Source: an optimization exercise on an open RTL-to-GDS flow (aim: small area). Production flows keep margins and buffers that such runs may drop.
The RTL was checked by simulation tests, not by an equivalence proof against the original design.
Power figures rest on the tool's default switching activity, not on a simulated workload.

### design/flow/config.mk
export PLATFORM = sky130hd
export DESIGN_NAME = cpu16_backend
export DESIGN_NICKNAME = cpu16_backend
export VERILOG_FILES = /design/flow/design.v
export SDC_FILE = /design/flow/constraint.sdc
export NUM_CORES = 4
export LEC_CHECK = 0
export CAP_MARGIN = 20
export CORE_MARGIN = 2
export CORE_UTILIZATION = 40
export PLACE_DENSITY = 0.6
export SLEW_MARGIN = 20
### design/flow/constraint.sdc
create_clock -name core_clock -period 5.0 [get_ports {clk}]
set_input_delay 1.0000 -clock core_clock [delete_from_list [all_inputs] [get_ports {clk}]]
set_output_delay 1.0000 -clock core_clock [all_outputs]
set_load 0.01 [all_outputs]
### design/flow/design.v
package cpu16_pkg;
    localparam int WORD_W    = 16;
    localparam int NUM_REGS  = 8;
    localparam int NUM_LANES = 2;
    localparam int MEM_WORDS = 256;
    localparam int LANE_W    = (NUM_LANES > 1) ? $clog2(NUM_LANES) : 1;
    localparam int REGVAL_W  = NUM_REGS * WORD_W;
    localparam int ISSUE_W   = 16 + 2 * WORD_W + 2;
    localparam int RESULT_W  = 16 + 2 + 2 * WORD_W;
    localparam int RETIRE_W  = 16 + 1 + WORD_W;
    typedef logic [WORD_W-1:0]   word_t;
    typedef logic [15:0]         instr_t;
    typedef logic [2:0]          reg_idx_t;
    typedef logic [7:0]          mem_addr_t;
    typedef logic [LANE_W-1:0]   lane_idx_t;
    typedef logic [REGVAL_W-1:0] regval_t;
    typedef enum logic [3:0] {
        OP_ADD = 4'h0,
        OP_SUB = 4'h1,
        OP_AND = 4'h2,
        OP_OR  = 4'h3,
        OP_XOR = 4'h4,
        OP_SHL = 4'h5,
        OP_LDI = 4'h6,
        OP_LD  = 4'h7,
        OP_NOP = 4'hf
    } opcode_t;
    typedef struct packed {
        instr_t instr;
        word_t  a;
        word_t  b;
        logic   iswb;
        logic   isld;
    } issue_t;
    typedef struct packed {
        instr_t instr;
        logic   iswb;
        logic   isld;
        word_t  aluresult;
        word_t  ldresult;
    } lane_result_t;
    typedef struct packed {
        instr_t instr;
        logic   written;
        word_t  result;
    } retire_t;
    typedef struct packed {
        logic     valid;
        reg_idx_t idx;
        word_t    value;
    } commit_t;
endpackage
`timescale 1ns/100ps
module cpu16_backend
(
    input  logic         clk,
    input  logic         reset,
    input  logic         in_valid,
    output logic         in_ready,
    input  logic [15:0]  in_instr,
    output logic         retire_valid,
    input  logic         retire_ready,
    output logic [32:0]  retire,
    output logic [127:0] regval
);
    logic [15:0] regs [0:7];
    logic [15:0] ins;      
    logic [15:0] acc;      
    logic [1:0]  ph;       
    logic [3:0]  cnt;      
    wire [3:0]  op  = ins[15:12];
    wire        nop = op[3];
    wire [2:0]  rd  = ins[10:8];
    wire [2:0]  sel = ph[1] ? ins[4:2] : ins[7:5];
    wire [15:0] rv  = regs[sel];
    wire        is_sub = (op[2:0] == 3'd1);
    wire        is_ld  = (op[2:0] == 3'd7);
    wire        is_shl = (op[2:0] == 3'd5);
    wire [15:0] opb    = is_ld ? {11'd0, ins[4:0]} : (is_sub ? ~rv : rv);
    wire [15:0] sum    = acc + opb + {15'd0, is_sub};
    wire [15:0] romv   = (sum[7:4] == 4'd0) ? {8'h10, sum[3:0], sum[3:0]} : 16'h0000;
    wire        shdone = (cnt == rv[3:0]);
    logic [15:0] nxt;
    always_comb begin
        case (op[2:0])
            3'd0, 3'd1: nxt = sum;
            3'd2:       nxt = acc & rv;
            3'd3:       nxt = acc | rv;
            3'd4:       nxt = acc ^ rv;
            3'd5:       nxt = shdone ? acc : {acc[14:0], 1'b0};
            default:    nxt = romv;
        endcase
    end
    assign in_ready = (ph == 2'd0) && !retire_valid;
    assign retire   = {ins, !nop, acc};
    always_ff @(posedge clk) begin
        if (reset) begin
            ph           <= 2'd0;
            retire_valid <= 1'b0;
        end else begin
            case (ph)
                2'd0: if (in_valid && in_ready) ph <= 2'd1;
                2'd1: ph <= (nop || op[2:0] == 3'd6) ? 2'd3 : 2'd2;
                2'd2: if (!is_shl || shdone) ph <= 2'd3;
                default: ph <= 2'd0;
            endcase
            if (ph == 2'd3)
                retire_valid <= 1'b1;
            else if (retire_ready)
                retire_valid <= 1'b0;
        end
    end
    always_ff @(posedge clk) begin
        if (in_valid && in_ready)
            ins <= in_instr;
    end
    always_ff @(posedge clk) begin
        if (ph == 2'd1) begin
            cnt <= 4'd0;
            if (nop)
                acc <= 16'h0000;
            else if (op[2:0] == 3'd6)
                acc <= {8'h00, ins[7:0]};
            else
                acc <= rv;
        end else if (ph == 2'd2) begin
            cnt <= cnt + 4'd1;
            acc <= nxt;
        end
    end
    always_ff @(posedge clk) begin
        for (int i = 0; i < 8; i++) begin
            if (reset)
                regs[i] <= 16'h0000;
            else if (ph == 2'd3 && !nop && rd == 3'(i))
                regs[i] <= acc;
        end
    end
    always_comb begin
        for (int i = 0; i < 8; i++)
            regval[i*16 +: 16] = regs[i];
    end
endmodule
### design/flow/run.sh
#!/bin/bash
# synth_recipe.tcl (not shown) runs the flow's synth.tcl, then flattens the netlist and writes it again
# the make line also repeats each setting of config.mk as NAME=value (left out here)
make -C /OpenROAD-flow-scripts/flow DESIGN_CONFIG=/design/flow/config.mk WORK_HOME=/design/flow/orfs CLKGATE_MAP_FILE= SYNTH_SCRIPT=/design/flow/synth_recipe.tcl finish
==> notes.md <==
cells in the mapped netlist (4+ instances only):
library cell  instances
and3_1                5
o22ai_1              23
buf_1                 9
o221ai_1              8
mux2i_1              35
o211ai_1              4
nand3_1              36
inv_1                52
edfxtp_1             32
buf_2                 5
a21oi_1             192
a221oi_1              7
nor2b_1               9
xnor2_1              13
a22oi_1               7
nor3_1               12
nor2_1               75
or3_1                 4
xor2_1                7
a31oi_1               4
clkbuf_1             75
ha_1                 51
nand2_1             346
o21ai_0              42
o32ai_1               4
nand2b_1              5
dfxtp_1             135
per-stage QoR:
| step | std cells | total power (uW) | hold slack (ns) | instance area [um2] | util [%] |
|---|---|---|---|---|---|
| after floorplan | 1267 | 4092 | 0.4821 | 9615 | - |
| after detailed placement | 1712 | 5152 | 0.4728 | 11800 | 50.12 |
| final | 1746 | 6556 | 0.4841 | 12430 | 52.80 |
| after global placement | 1711 | 5135 | 0.4623 | 11790 | 50.06 |
| after global routing | 1746 | 6992 | 0.5010 | 12430 | 52.80 |
| after CTS | 1744 | 6531 | 0.4840 | 12410 | 52.71 |
cells in the final DEF (no fill, tap or decap), types with 7 or more instances in the layout:
cell type	instances
clkdlybuf4s50_1	181
nor3_1	9
dfxtp_1	134
nor2_1	75
buf_4	40
a22oi_1	7
xor2_1	7
o221ai_1	8
nand3_1	36
inv_1	52
nand2_1	346
a221oi_1	7
a21oi_1	191
ha_1	51
o21ai_0	42
o22ai_1	23
edfxtp_1	32
xnor2_1	13
clkbuf_16	17
nor2b_1	9
mux2i_1	33
cell families (layout without fill, tap and decap cells):
family | count (synthesis) | after routing | share of synthesized area, %
AOI/OAI and AO/OA | 327 | 327 | 20.18
xor gates and xnor gates | 20 | 20 | 1.822
adders and majority gates | 53 | 53 | 7.053
buffers and inverters | 145 | 305 | 5.999
DFF | 167 | 167 | 38.10
muxes | 41 | 41 | 4.684
and+or+nand+nor | 514 | 514 | 22.16
power by group:
part | switching [uW] | internal, uW | leakage (uW)
sequential | 438 | 1580 | 0.00140
clock | 682 | 695 | 0.000298
combinational | 1840 | 1330 | 0.00284
total | 2960 | 3600 | 0.00454
path summary, 6_finish.rpt:
| check | start | to | slack [ns] | cells past startpoint |
|---|---|---|---|---|
| worst min-delay path | regs[1][12] | regs[1][12] | 0.48 | 2 |
| worst min register to register | regs[1][12] | regs[1][12] | 0.48 | 2 |
| worst max register to register | ins[7] | acc[14] | 0.40 | 19 |
| worst max-delay path | ins[7] | acc[14] | 0.40 | 19 |
worst max-delay path, stage by stage (launching register included):
cell	delay (ns)
edfxtp_1	0.56
and3_1	0.24
o32ai_1	0.30
o22ai_1	0.18
o32ai_4	0.46
inv_1	0.12
nand2_1	0.08
a21oi_1	0.06
a21oi_1	0.13
o21ai_0	0.17
fa_1	0.45
a21oi_1	0.22
o221ai_1	0.22
a21oi_2	0.20
o21ai_0	0.13
nor4_1	0.20
nor3_1	0.13
a21oi_1	0.20
mux2i_1	0.19
o21ai_0	0.09
state kept, by name, summed over array words and instances (netlist names):
| name | flops |
|---|---|
| cnt | 4 |
| ph | 2 |
| retire_valid | 1 |
| regs | 128 |
| ins | 16 |
| acc | 16 |
layer usage:
| metal | wire length (um) | global-route usage, % | up-vias |
|---|---|---|---|
| met2 | 16150 | 43.64 | 436 |
| li1 | - | - | 4632 |
| met3 | 2658 | 5.626 | 66 |
| met4 | 869 | 8.760 | 0 |
| met5 | 0 | 0 | - |
| met1 | 15080 | 36.87 | 4621 |
layout make-up:
cell class	count	area, um2
Clock buffer	18	439.2
Clock inverter	14	170.2
Fill cell	2294	11110
Inverter	52	195.2
Multi-Input combinational cell	955	5448
Sequential cell	167	3667
Tap cell	319	399.1
Timing Repair Buffer	221	2112
what timing repair did:
| action | 4_1_cts | 5_1_grt |
|---|---|---|
| endpoints found under the hold margin | 0 | 0 |
| hold buffers | 0 | 0 |
| gates resized for setup | 0 | 3 |
| endpoints found under the setup margin | 0 | 4 |
| setup buffers | 0 | 2 |
==> results by group <==
Status
  • Status: complete, no violations

Flow run
  • Max-cap check violation count: 0

Yosys
  • Netlist cell types: 67
  • Post-synth EDFFs: 32
  • Largest cells by area after synthesis: dfxtp_1, nand2_1, a21oi_1
  • Synth top area share: between 20 and 30%
  • Syn_area_per_cell: 7.589 um2
  • Area of the mapped netlist: 9615 um2
  • Syn_nets: 1340
  • Top FF cell, synth: dfxtp_1
  • Register area share after synthesis: 38.10%
  • Synthesis Warnings: 2
  • Synthesized instance count: 1267
  • FFs w/ async S/R, synth: 0%
  • Area leader, netlist: dfxtp_1
  • Register bit count reported by yosys: between 150 and 200

Global route
  • GRT Util Overall: 27.25%
  • Vias in the first global route: between 9000 and 10000
  • Congestion Overflow GR: 0
  • Largest net degree at the start of global routing: 103
  • First-pass GRT wire length: between 50000 and 60000 um
  • Initial antenna violation count: 0

Detailed routing
  • Wirelength per Cell: 19.90 um
  • Via density: 5.587
  • Vias: 9755
  • First-pass DRT Iterations: 5
  • DRC viols: 0
  • Routed Antenna Nets: 0
  • Total Routed Length: 34750 um
  • First DRT Iteration DRCs: 822

Die
  • Initial Utilization: 40.84%
  • Core ar.: between 20000 and 25000 um2
  • Die area: 25300 um2
  • Die Ht: 159.0 um
  • Row count: 56
  • I/O pins: 183
  • Die width: around 160 um

STA
  • Final Critical Period: 4.597 ns
  • Slew of the pin with the lowest slew margin: 1.098 ns
  • Max Clk Rate: 0.2175 GHz
  • RSZ-0062 raised after global routing: false
  • Final worst slack: roughly 0.40 ns
  • Final hold vios: 0
  • Post-route setup TNS: 0 ns
  • Clk_skew: 0.01857 ns
  • # setup viols final: 0
  • Worst rel slew slack: between 20% and 30%
  • Crit share post-route: 91.95%
  • Count of final max-slew check failures: 0

Clock tree
  • Clock Latency Late Sink: 0.45 ns
  • CTS tree: built
  • CTS clk-pin slew, worst paths: ~0.080 ns
  • CTS Buf Count: 17
  • Maximum clock path buffer count: 2
  • Root Driver: clkbuf_16
  • CTS HTree Levels: 4
  • CTS sink cnt: 167

Place
  • Port-buffer cells: 182
  • Dpl ws: around 0.26 ns
  • Final HPWL DP: 25240 um
  • RePlAce Congestion: 0.9656

Critical path
  • Startpoint class of the critical path: flop
  • Crit path kind: flop to flop
  • CP endpoint kind: flop
  • CP Data Arrival Time: 4.79 ns
  • WP data required: 5.19 ns
  • Worst Path Max Fanout: 8

Pwr
  • Power per Cell Area: 527.4 nW/um2
  • Static Leak: 0.004537 uW
  • Worst vdd ir: 0.2997 mV

Layout
  • Area Growth Syn to Fin: 29.28%
  • Ant. Diodes: 0
  • Layout cells sized above 1: 7.148%
  • Fin nets: 1487

Min path
  • Hold WC Path Type: flop to flop

-- port drivers added, routing unchanged --
The results above use ideal ports. As a check the final layout listed here was re-extracted and re-timed, cells and wires unchanged. Step 1, drivers: a clkbuf_16 drives clk and a buf_2 each remaining input, both assumed. Step 2, shift: input delay + t, output delay - t, t = (earliest + latest rising clock arrival at the registers) / 2. This alone moves slack from input paths to output paths. a / b / c = ideal / step 1 / step 2; a / b = the first two.
t (ns): 0.493
setup WS [ns]: 0.403 / 0.403 / 0.403
latest minus earliest clock arrival (ns): 0.019 / 0.018
After both steps this run still meets setup and hold. The setup slack of this run moves by 0.000 ns with the drivers and by 0.000 ns with both steps.
